From an optimization exercise on the open Yosys and OpenROAD flow, aimed at small area and a short achievable clock period; shortcuts taken in it are not production practice. Function not checked in this run: the RTL went through the layout flow alone.

## flow/constraint.sdc

```tcl
create_clock -name core_clock -period 5.5 [get_ports {clk}]
set_input_delay 1.1000 -clock core_clock [delete_from_list [all_inputs] [get_ports {clk}]]
set_output_delay 1.1000 -clock core_clock [all_outputs]
set_load 0.01 [all_outputs]
```

## flow/flow/run.sh

```bash
#!/bin/bash
# Standard layout, with the port buffers made from plain buffers instead of
# the delay cells buffer_ports picks by default.
set -euo pipefail
cd "$(dirname "$0")/.."
bash standard.sh synth > synth.log 2>&1
bash standard.sh "BUFFER_PORTS_ARGS=-buffer_cell sky130_fd_sc_hd__buf_1" finish > layout.log 2>&1
```

## flow/config.mk

```make
export PLATFORM = sky130hd
export DESIGN_NAME = fpalu_top
export DESIGN_NICKNAME = fpalu_top
export VERILOG_FILES = /design/flow/design.v
export SDC_FILE = /design/flow/constraint.sdc
export NUM_CORES = 4
export LEC_CHECK = 0
export CAP_MARGIN = 20
export CORE_MARGIN = 2
export CORE_UTILIZATION = 40
export PLACE_DENSITY = 0.7
export SETUP_SLACK_MARGIN = 2.7
export SLEW_MARGIN = 20
```

## flow/standard.sh

```bash
#!/bin/bash
# synth_recipe.tcl (not shown) runs the flow's synth.tcl, then flattens the netlist and writes it again
# the make line also repeats each setting of config.mk as NAME=value (left out here)
make -C /OpenROAD-flow-scripts/flow DESIGN_CONFIG=/design/flow/config.mk WORK_HOME=/design/flow/orfs CLKGATE_MAP_FILE= SYNTH_SCRIPT=/design/flow/synth_recipe.tcl "${@:-finish}"
```

## flow/design.v

```verilog
package fpalu_pkg;
	typedef logic [5:0] exp_t;	 
	typedef logic [21:0] man_t;	 
	typedef logic [4:0] hexp_t;	 
	typedef logic [22:0] sum_t;
	typedef logic [4:0] shamt_t;
	typedef enum logic {
		OP_ADD = 1'b0,	 
		OP_MUL = 1'b1	 
	} fpalu_op_t;
	localparam int AL_EXP_BIAS = 31;	 
	localparam int ML_EXP_BIAS = 15;	 
	localparam int ML_MAN_BITS = 11;	 
	localparam int PP_BITS = 12;	 
endpackage
module exp_lt (
	input  logic [5:0] a,
	input  logic [5:0] b,
	output logic       lt	 
);
	logic [5:0] g, e;
	logic       lt1, lt0, eq1, eq0;
	always_comb begin
		g = ~a & b;	 
		e = ~(a ^ b);
		lt1 = g[5] | (e[5] & g[4]) | (e[5] & e[4] & g[3]);
		eq1 = e[5] & e[4] & e[3];
		lt0 = g[2] | (e[2] & g[1]) | (e[2] & e[1] & g[0]);
		lt = lt1 | (eq1 & lt0);
	end
endmodule
module operand_align (
	input  logic [21:0] man,
	input  logic [5:0]  d,
	output logic [21:0] sh
);
	always_comb begin
		sh = man;
		if (d[0]) sh = sh >> 1;
		if (d[1]) sh = sh >> 2;
		if (d[2]) sh = sh >> 4;
		if (d[3]) sh = sh >> 8;
		if (d[4]) sh = sh >> 16;
		if (d[5]) sh = '0;
	end
endmodule
module booth_enc (
	input  logic [10:0] y,
	output logic [5:0]  one,	 
	output logic [5:0]  two,	 
	output logic [5:0]  neg	 
);
	logic [12:0] yz;	 
	always_comb begin
		yz = {1'b0, y, 1'b0};
		for (int k = 0; k < 6; k++) begin
			logic [2:0] g;
			g = yz[2*k +: 3];
			one[k] = g[0] ^ g[1];
			two[k] = (g == 3'b011) || (g == 3'b100);
			neg[k] = g[2] & ~(g[1] & g[0]);	 
		end
	end
endmodule
module booth_mul (
	input  logic [10:0] m,	 
	input  logic [5:0]  one,
	input  logic [5:0]  two,
	input  logic [5:0]  neg,
	input  logic [5:0]  one_h,	 
	input  logic [5:0]  two_h,	 
	output logic [22:0] row_s,
	output logic [22:0] row_c
);
	logic [5:0][11:0] e;	 
	always_comb
		for (int k = 0; k < 6; k++)
			e[k] = (({one_h[k], one_h[k], one_h[k], one_h[k], one_h[k], one_h[k], {6{one[k]}}} & {1'b0, m})
				| ({{6{two_h[k]}}, {6{two[k]}}} & {m, 1'b0})) ^ {12{neg[k]}};
	logic s1, c2, s3, c4, s5, c6, s7, c8, s9, c10, s11, c12, s13, c14, s15, c16, s17, c18, s19, c20, s21, c22, s23, c24, s25, c26, s27, c28, s29, c30, s31, c32, s33, c34, s35, c36, s37, c38, s39, c40, s41, c42, s43, c44, s45, c46, s47, c48, s49, c50, s51, c52, s53, c54, s55, c56, s57, c58, s59, c60, s61, c62, s63, c64, s65, c66, s67, c68, s69, c70, s71, c72, s73, c74, s75, c76, s77, c78, s79, c80, s81, c82, s83, c84, s85, c86, s87, c88, s89, c90, s91, c92, s93, c94, s95, c96, s97, c98, s99, c100, s101, c102, s103, c104, s105, c106, s107, c108, s109, c110, s111, c112;
	assign s1 = neg[3] ^ e[0][6];
	assign c2 = neg[3] & e[0][6];
	assign s3 = e[0][7] ^ e[1][5];
	assign c4 = e[0][7] & e[1][5];
	assign s5 = neg[4] ^ e[0][8] ^ e[1][6];
	assign c6 = (neg[4] & e[0][8]) | (neg[4] & e[1][6]) | (e[0][8] & e[1][6]);
	assign s7 = e[2][4] ^ e[3][2];
	assign c8 = e[2][4] & e[3][2];
	assign s9 = e[0][9] ^ e[1][7] ^ e[2][5];
	assign c10 = (e[0][9] & e[1][7]) | (e[0][9] & e[2][5]) | (e[1][7] & e[2][5]);
	assign s11 = e[3][3] ^ e[4][1];
	assign c12 = e[3][3] & e[4][1];
	assign s13 = e[0][10] ^ e[1][8] ^ e[2][6];
	assign c14 = (e[0][10] & e[1][8]) | (e[0][10] & e[2][6]) | (e[1][8] & e[2][6]);
	assign s15 = e[3][4] ^ e[4][2] ^ e[5][0];
	assign c16 = (e[3][4] & e[4][2]) | (e[3][4] & e[5][0]) | (e[4][2] & e[5][0]);
	assign s17 = e[0][11] ^ e[1][9] ^ e[2][7];
	assign c18 = (e[0][11] & e[1][9]) | (e[0][11] & e[2][7]) | (e[1][9] & e[2][7]);
	assign s19 = e[3][5] ^ e[4][3] ^ e[5][1];
	assign c20 = (e[3][5] & e[4][3]) | (e[3][5] & e[5][1]) | (e[4][3] & e[5][1]);
	assign s21 = neg[0] ^ e[1][10] ^ e[2][8];
	assign c22 = (neg[0] & e[1][10]) | (neg[0] & e[2][8]) | (e[1][10] & e[2][8]);
	assign s23 = e[3][6] ^ e[4][4] ^ e[5][2];
	assign c24 = (e[3][6] & e[4][4]) | (e[3][6] & e[5][2]) | (e[4][4] & e[5][2]);
	assign s25 = neg[0] ^ e[1][11] ^ e[2][9];
	assign c26 = (neg[0] & e[1][11]) | (neg[0] & e[2][9]) | (e[1][11] & e[2][9]);
	assign s27 = e[3][7] ^ e[4][5] ^ e[5][3];
	assign c28 = (e[3][7] & e[4][5]) | (e[3][7] & e[5][3]) | (e[4][5] & e[5][3]);
	assign s29 = ~neg[0] ^ ~neg[1] ^ e[2][10];
	assign c30 = (~neg[0] & ~neg[1]) | (~neg[0] & e[2][10]) | (~neg[1] & e[2][10]);
	assign s31 = e[3][8] ^ e[4][6] ^ e[5][4];
	assign c32 = (e[3][8] & e[4][6]) | (e[3][8] & e[5][4]) | (e[4][6] & e[5][4]);
	assign s33 = 1'b1 ^ e[2][11] ^ e[3][9];
	assign c34 = (1'b1 & e[2][11]) | (1'b1 & e[3][9]) | (e[2][11] & e[3][9]);
	assign s35 = e[4][7] ^ e[5][5];
	assign c36 = e[4][7] & e[5][5];
	assign s37 = ~neg[2] ^ e[3][10] ^ e[4][8];
	assign c38 = (~neg[2] & e[3][10]) | (~neg[2] & e[4][8]) | (e[3][10] & e[4][8]);
	assign s39 = 1'b1 ^ e[3][11];
	assign c40 = 1'b1 & e[3][11];
	assign s41 = neg[2] ^ e[0][4];
	assign c42 = neg[2] & e[0][4];
	assign s43 = e[0][5] ^ e[1][3];
	assign c44 = e[0][5] & e[1][3];
	assign s45 = e[1][4] ^ e[2][2] ^ e[3][0];
	assign c46 = (e[1][4] & e[2][2]) | (e[1][4] & e[3][0]) | (e[2][2] & e[3][0]);
	assign s47 = e[2][3] ^ e[3][1] ^ c2;
	assign c48 = (e[2][3] & e[3][1]) | (e[2][3] & c2) | (e[3][1] & c2);
	assign s49 = e[4][0] ^ c4 ^ s5;
	assign c50 = (e[4][0] & c4) | (e[4][0] & s5) | (c4 & s5);
	assign s51 = c6 ^ c8 ^ s9;
	assign c52 = (c6 & c8) | (c6 & s9) | (c8 & s9);
	assign s53 = c10 ^ c12 ^ s13;
	assign c54 = (c10 & c12) | (c10 & s13) | (c12 & s13);
	assign s55 = c14 ^ c16 ^ s17;
	assign c56 = (c14 & c16) | (c14 & s17) | (c16 & s17);
	assign s57 = c18 ^ c20 ^ s21;
	assign c58 = (c18 & c20) | (c18 & s21) | (c20 & s21);
	assign s59 = c22 ^ c24 ^ s25;
	assign c60 = (c22 & c24) | (c22 & s25) | (c24 & s25);
	assign s61 = c26 ^ c28 ^ s29;
	assign c62 = (c26 & c28) | (c26 & s29) | (c28 & s29);
	assign s63 = c30 ^ c32 ^ s33;
	assign c64 = (c30 & c32) | (c30 & s33) | (c32 & s33);
	assign s65 = e[5][6] ^ c34 ^ c36;
	assign c66 = (e[5][6] & c34) | (e[5][6] & c36) | (c34 & c36);
	assign s67 = e[4][9] ^ e[5][7] ^ c38;
	assign c68 = (e[4][9] & e[5][7]) | (e[4][9] & c38) | (e[5][7] & c38);
	assign s69 = ~neg[3] ^ e[4][10] ^ e[5][8];
	assign c70 = (~neg[3] & e[4][10]) | (~neg[3] & e[5][8]) | (e[4][10] & e[5][8]);
	assign s71 = 1'b1 ^ e[4][11];
	assign c72 = 1'b1 & e[4][11];
	assign s73 = neg[1] ^ e[0][2];
	assign c74 = neg[1] & e[0][2];
	assign s75 = e[0][3] ^ e[1][1];
	assign c76 = e[0][3] & e[1][1];
	assign s77 = e[1][2] ^ e[2][0] ^ s41;
	assign c78 = (e[1][2] & e[2][0]) | (e[1][2] & s41) | (e[2][0] & s41);
	assign s79 = e[2][1] ^ c42 ^ s43;
	assign c80 = (e[2][1] & c42) | (e[2][1] & s43) | (c42 & s43);
	assign s81 = c44 ^ s45 ^ s1;
	assign c82 = (c44 & s45) | (c44 & s1) | (s45 & s1);
	assign s83 = c46 ^ s3 ^ s47;
	assign c84 = (c46 & s3) | (c46 & s47) | (s3 & s47);
	assign s85 = s7 ^ c48 ^ s49;
	assign c86 = (s7 & c48) | (s7 & s49) | (c48 & s49);
	assign s87 = s11 ^ c50 ^ s51;
	assign c88 = (s11 & c50) | (s11 & s51) | (c50 & s51);
	assign s89 = s15 ^ c52 ^ s53;
	assign c90 = (s15 & c52) | (s15 & s53) | (c52 & s53);
	assign s91 = s19 ^ c54 ^ s55;
	assign c92 = (s19 & c54) | (s19 & s55) | (c54 & s55);
	assign s93 = s23 ^ c56 ^ s57;
	assign c94 = (s23 & c56) | (s23 & s57) | (c56 & s57);
	assign s95 = s27 ^ c58 ^ s59;
	assign c96 = (s27 & c58) | (s27 & s59) | (c58 & s59);
	assign s97 = s31 ^ c60 ^ s61;
	assign c98 = (s31 & c60) | (s31 & s61) | (c60 & s61);
	assign s99 = s35 ^ c62 ^ s63;
	assign c100 = (s35 & c62) | (s35 & s63) | (c62 & s63);
	assign s101 = s37 ^ c64 ^ s65;
	assign c102 = (s37 & c64) | (s37 & s65) | (c64 & s65);
	assign s103 = s39 ^ c66 ^ s67;
	assign c104 = (s39 & c66) | (s39 & s67) | (c66 & s67);
	assign s105 = s69 ^ c40 ^ c68;
	assign c106 = (s69 & c40) | (s69 & c68) | (c40 & c68);
	assign s107 = e[5][9] ^ c70 ^ s71;
	assign c108 = (e[5][9] & c70) | (e[5][9] & s71) | (c70 & s71);
	assign s109 = ~neg[4] ^ e[5][10] ^ c72;
	assign c110 = (~neg[4] & e[5][10]) | (~neg[4] & c72) | (e[5][10] & c72);
	assign s111 = 1'b1 ^ e[5][11];
	assign c112 = 1'b1 & e[5][11];
	assign row_s = {c112, c110, c108, c106, c104, c102, c100, c98, c96, c94, c92, c90, c88, c86, c84, c82, c80, c78, c76, c74, s73, e[0][1], neg[0]};
	assign row_c = {1'b1, s111, s109, s107, s105, s103, s101, s99, s97, s95, s93, s91, s89, s87, s85, s83, s81, s79, s77, s75, e[1][0], 1'b0, e[0][0]};
endmodule
module lzc23 (
	input  logic [22:0] w,
	output logic [4:0]  n
);
	always_comb begin
		n = 5'd23;
		for (int k = 0; k < 23; k++)
			if (w[k])
				n = 5'(22 - k);
	end
endmodule
module sum_normalize (
	input  logic [22:0] w,
	input  logic [4:0]  z,
	output logic [21:0] man
);
	logic [22:0] sh;
	always_comb begin
		sh = w;
		if (z[4]) sh = sh << 16;
		if (z[3]) sh = sh << 8;
		if (z[2]) sh = sh << 4;
		if (z[1]) sh = sh << 2;
		if (z[0]) sh = sh << 1;
		man = sh[22:1];
	end
endmodule
module fpalu_top (
	input  logic                 clk,
	input  logic                 rst,
	input  logic                 in_valid,
	input  fpalu_pkg::fpalu_op_t op,
	input  logic                 a_sgn,
	input  fpalu_pkg::exp_t      a_exp,
	input  fpalu_pkg::man_t      a_man,
	input  logic                 b_sgn,
	input  fpalu_pkg::exp_t      b_exp,
	input  fpalu_pkg::man_t      b_man,
	output logic                 out_valid,
	output logic                 y_sgn,
	output fpalu_pkg::exp_t      y_exp,
	output fpalu_pkg::man_t      y_man
);
	logic        a_lt_b, mul;
	logic [5:0]  dab, dba;
	logic        nz_a, nz_b;
	logic [10:0] sb;
	logic [5:0]  one, two, neg;
	logic [21:0] mlf, mrf;	 
	logic [21:0] ml_a, ml_b, mr_a, mr_b;	 
	exp_lt u_lt (
		.a (a_exp),
		.b (b_exp),
		.lt(a_lt_b)
	);
	booth_enc u_enc (
		.y  (sb),
		.one(one),
		.two(two),
		.neg(neg)
	);
	always_comb begin
		mul = (op == fpalu_pkg::OP_MUL);
		dab = a_exp - b_exp;
		dba = b_exp - a_exp;
		nz_a = (a_exp[4:0] != '0);
		nz_b = (b_exp[4:0] != '0);
		sb = {nz_b, b_man[9:0]};
		mlf = {6'({1'b0, a_exp[4:0]} + {1'b0, b_exp[4:0]} + 6'd3), two[5:4], 2'b0, nz_b, nz_a, a_man[9:0]};
		mrf = {two[3:0], neg, two, one};
		ml_a = mul ? mlf : a_man;
		ml_b = mul ? mlf : b_man;
		mr_a = mul ? mrf : a_man;
		mr_b = mul ? mrf : b_man;
	end
	logic        v1, mul1, sl1, sr1;
	logic [5:0]  el1, d1;
	logic [21:0] ml1, mr1;
	always_ff @(posedge clk) begin
		v1 <= in_valid & ~rst;
		mul1 <= mul;
		sl1 <= a_lt_b ? b_sgn : a_sgn;
		sr1 <= a_lt_b ? a_sgn : b_sgn;
		d1 <= a_lt_b ? dba : dab;
		el1 <= a_lt_b ? (mul ? one : b_exp) : (mul ? one : a_exp);	 
		ml1 <= a_lt_b ? ml_b : ml_a;
		mr1 <= a_lt_b ? mr_a : mr_b;
	end
	logic [21:0] rsh;
	logic        lz, sub;
	logic [22:0] prod_s, prod_c;
	logic        pz, nz_r;
	logic [5:0]  pexp;
	operand_align u_align (
		.man(mr1),
		.d  (d1),
		.sh (rsh)
	);
	booth_mul u_mul (
		.m    (ml1[10:0]),
		.one  (mr1[5:0]),
		.two  (mr1[11:6]),
		.neg  (mr1[17:12]),
		.one_h(el1),
		.two_h({ml1[15:14], mr1[21:18]}),
		.row_s(prod_s),
		.row_c(prod_c)
	);
	always_comb begin
		lz = (ml1 == '0);	 
		sub = sl1 ^ sr1;
		nz_r = ml1[11];
		pz = (ml1[10:0] == '0) || (mr1[11:0] == '0);	 
		pexp = ml1[21:16] + (pz ? 6'd0 : 6'(!ml1[10]) + 6'(!nz_r));
	end
	logic        v2, sg2, byp2, ci2;
	logic [5:0]  e2;
	logic [22:0] x2, y2;
	always_ff @(posedge clk) begin
		v2 <= v1 & ~rst;
		if (mul1) begin
			x2 <= prod_s;
			y2 <= prod_c;
			ci2 <= 1'b0;
			e2 <= pexp;
			sg2 <= sub;
			byp2 <= 1'b0;
		end else begin
			x2 <= {1'b0, ml1 | (mr1 & {22{lz}})};
			y2 <= lz ? '0 : {1'b0, rsh};
			ci2 <= sub & ~lz;	 
			e2 <= lz ? el1 - d1 + 6'd1 : el1 + 6'd1;	 
			sg2 <= lz ? sr1 : sl1;
			byp2 <= lz;
		end
	end
	logic [23:0] sum;
	always_comb sum = {x2, ci2} + {y2 ^ {23{ci2}}, ci2};	 
	logic        v3, sg3, byp3;
	logic [5:0]  e3;
	logic [22:0] w3;
	always_ff @(posedge clk) begin
		v3 <= v2 & ~rst;
		w3 <= sum[23:1];
		e3 <= e2;
		sg3 <= sg2;
		byp3 <= byp2;
	end
	logic [4:0]  n, z;
	logic [21:0] nman;
	lzc23 u_lzc (
		.w(w3),
		.n(n)
	);
	always_comb z = byp3 ? 5'd1 : n;	 
	sum_normalize u_norm (
		.w  (w3),
		.z  (z),
		.man(nman)
	);
	always_ff @(posedge clk) begin
		out_valid <= v3 & ~rst;
		y_sgn <= sg3;
		y_exp <= e3 - 6'(z);
		y_man <= nman;
	end
endmodule
```

==> notes.md <==
[cell usage in the layout (no fill, tap or decap), drive strengths merged, types with 12 or more instances in the layout]
cell and count:
buf 148, nand3 15, xnor2 96, nor3 25, nor2b 16, nand2 111
ha 80, mux2 36, inv 90, dfxtp 178, a21oi 125, a22oi 60
fa 48, o21ai 88, a21o 20, a211oi 19, nor2 77, xor2 42
mux4 12, mux2i 71, clkbuf 21
[power by group]
group	switching (mW)	internal, mW
logic	2.33	1.98
registers	0.451	1.75
clock network	0.612	0.662
total	3.39	4.40
[worst max-delay path by stage]
| stage | endpoint | depth (start not counted) |
|---|---|---|
| after floorplan | d1[5] | 10 |
| after global placement | mr1[13] | 10 |
| after detailed placement | mr1[16] | 10 |
| after CTS | y_exp[5] | 10 |
| after global routing | y_man[7] | 9 |
| final | d1[5] | 11 |
[cell families after synthesis]
| logic type | count (synthesis) | share of synthesized area |
|---|---|---|
| AO/OA/AOI/OAI | 387 | 0.1921 |
| AND/OR/NAND/NOR | 293 | 0.1068 |
| buffers and inverters | 182 | 0.05597 |
| flip-flops | 178 | 0.2831 |
| XOR/XNOR | 138 | 0.09603 |
| adder cells (fa/ha/maj) | 128 | 0.1559 |
| multiplexers | 119 | 0.1102 |
[timing repair]
item                                    CTS  global route
endpoints found under the setup margin  125            40
hold buffers                              0             0
buffers inserted                          9            40
pin swaps                                 4             7
gates cloned                              2             1
gates resized for setup                  58            55
[metrics by stage]
| stage | instances | area, um^2 |
|---|---|---|
| 2_1_floorplan | 1425 | 12790 |
| 3_3_place_gp | 1825 | 13280 |
| 3_5_place_dp | 1825 | 13280 |
| 4_1_cts | 1868 | 14100 |
| 5_1_grt | 1909 | 14590 |
| 6_report | 1909 | 14590 |
[worst max-delay path, cell delays in order]
cell and delay [ps]:
clkbuf_2 120, inv_2 70, ha_4 270, or2_2 310, a21oi_4 230, a21oi_4 80
buf_4 160, mux2_4 290, o21ai_2 170, a41oi_2 150, xnor2_1 150
[area by class of cell]
type / instances / area, um^2 / area share
clock inverters: 15 / 195.2 / 0.01338
repair inverters: 1 / 5.005 / 0.0003431
multi-input cells: 1067 / 8597 / 0.5894
well taps: 396 / 495.5 / 0.03397
clock buffers: 17 / 425.4 / 0.02916
repair buffers: 152 / 852.1 / 0.05841
flip-flops and latches: 178 / 3669 / 0.2515
inverters: 83 / 347.8 / 0.02385
[routing by layer]
layer,track usage,vias up,share of wire
met1,0.2702,5157,0.42
li1,-,5163,-
met2,0.3586,544,0.47
met5,0,-,0
met3,0.03931,117,0.067
met4,0.08878,0,0.043
[registers in the layout, summed over array words and instances (netlist names), 6 cells and up]
signal,flops
w3,23
ml1,22
y_man,22
e2,6
e3,6
y2,23
el1,6
d1,6
x2,23
mr1,22
y_exp,6
==> results_dict.tcl <==
set metrics [dict create \
    status "no timing/DRC/antenna violations" \
    worstHoldPathType "flip-flop to flip-flop" \
    cap_violations 0 \
    period_minus_slack_ps 2761 \
    tightest_slew_ps 794.8 \
    r2r_end "y2[9]" \
    nFillCells 2885 \
    rr_worst_depth 7 \
    dieWidth_um 181.4 \
    path_class "input pin to flip-flop" \
    yosys_warnings 7 \
    grt_pass1_vias 10360 \
    final_util 0.4744 \
    r2r_slack_ps 2790 \
    cp.arrival_ps 3100 \
    synth_common_cells "178 x dfxtp_1, 123 x a21oi_1, 111 x nand2_1, 96 x xnor2_1, 87 x o21ai_0" \
    clkTransAtPathRegs_ps 80 \
    power.leakage_nw 6.032 \
    grt_max_degree 79 \
    layout.nets 1690 \
    cts-buffers-inserted 17 \
    synth_area_leaders "dfxtp_1 28%, ha_1 8.0%, fa_1 7.6%, xnor2_1 6.7%, mux2i_1 5.6%" \
    initial_core_util 0.4093 \
    routedWlPerCell_um 18.79 \
    startpoint "a_exp[4]" \
    cts_root_buf "clkbuf_16" \
    h-tree-depth 4 \
    max_slew_margin 0.4661 \
    synth-seq-area-share 0.2831 \
    die-area_um2 32900 \
    clock-sinks 178 \
    synth_nets 1615 \
    timing.rr.start "ml1[6]" \
    vdd_drop_max_mv 0.3074 \
    core_um2 30750 \
    max_clock_freq_mhz 362.2 \
    drc 0 \
    clock_path_buffers 2 \
    drt_wl_total_um 35880 \
    postSynthCellCount 1425 \
    whs_endpoint "byp3" \
    clk_latency_ps 450 \
    fp-row-count 64 \
    hold_slack_ps 330.9 \
    setup_viol 0 \
    critPathCaptureType "flip-flop" \
    first_pass_iters 8 \
    async_flop_share 0 \
    die_h_um 181.4 \
    ios 92 \
    cts_tree "yes" \
    hpwl_um 26090 \
    antenna_found_initial 0 \
    avgSynthCellArea_um2 8.832 \
    n_antenna_cell 0 \
    p_total_mw 7.789 \
    rsz0062_at_grt "true" \
    min-delay-start "byp2" \
    power.density_nw_per_um2 534.0 \
    synth.distinct_cells 67 \
    overflow 0 \
    port_buffers 91 \
    yosys.area.top_type "dfxtp_1" \
    fin_setup_tns_ps 0 \
    yosys_register_bits 178 \
    synth_area_um2 12590 \
    fin_crit_sh 0.5020 \
    drt-initial-drc-count 1139 \
    synth_edf_count 0 \
    critPathLaunchType "input pin" \
    cp_max_fo 7 \
    skew_ps 13.87 \
    num_vias 10980 \
    cp.required_ps 5840 \
    place.gp.congestion 0.9261 \
    yosysMostFrequentCell "dfxtp_1" \
    yosysTopAreaCellShare 0.2831 \
    final_layout_size_suffix_gt1_frac 0.1586 \
    postLayoutSetupSlackWorst_ps 2739 \
    synth_flop_cell "dfxtp_1" \
    grtUsageTotal 0.2135 \
    area.growth.synth_to_final_pct 15.90 \
    avgViaCountPerCell 5.752 \
    dp_slack_ps 1684 \
    grt_pass1_wl_um 55880 \
    slew_violations 0 \
    antenna_left 0 \
    hold_depth 0 \
    hold_violations 0 \
]

## what the ideal ports hide
In the flow no input, the clock included, has a driving cell. The finished layout below was timed again as built, in two steps.
Step 1 assumes that a clkbuf_16 drives the clock port and a buf_2 every other input.
Step 2, shift: input delay + t, output delay - t, t = (earliest + latest rising clock arrival at the registers) / 2. This alone moves slack from input paths to output paths.
a / b / c = ideal / step 1 / step 2; a / b = the first two.
t (ns): 0.496
setup WS [ns]: 2.739 / 2.762 / 2.266
pins driven straight from the clock port: 1
After both steps this run still meets setup and hold. The setup slack of this run moves by +0.023 ns with the drivers and by -0.473 ns with both steps.
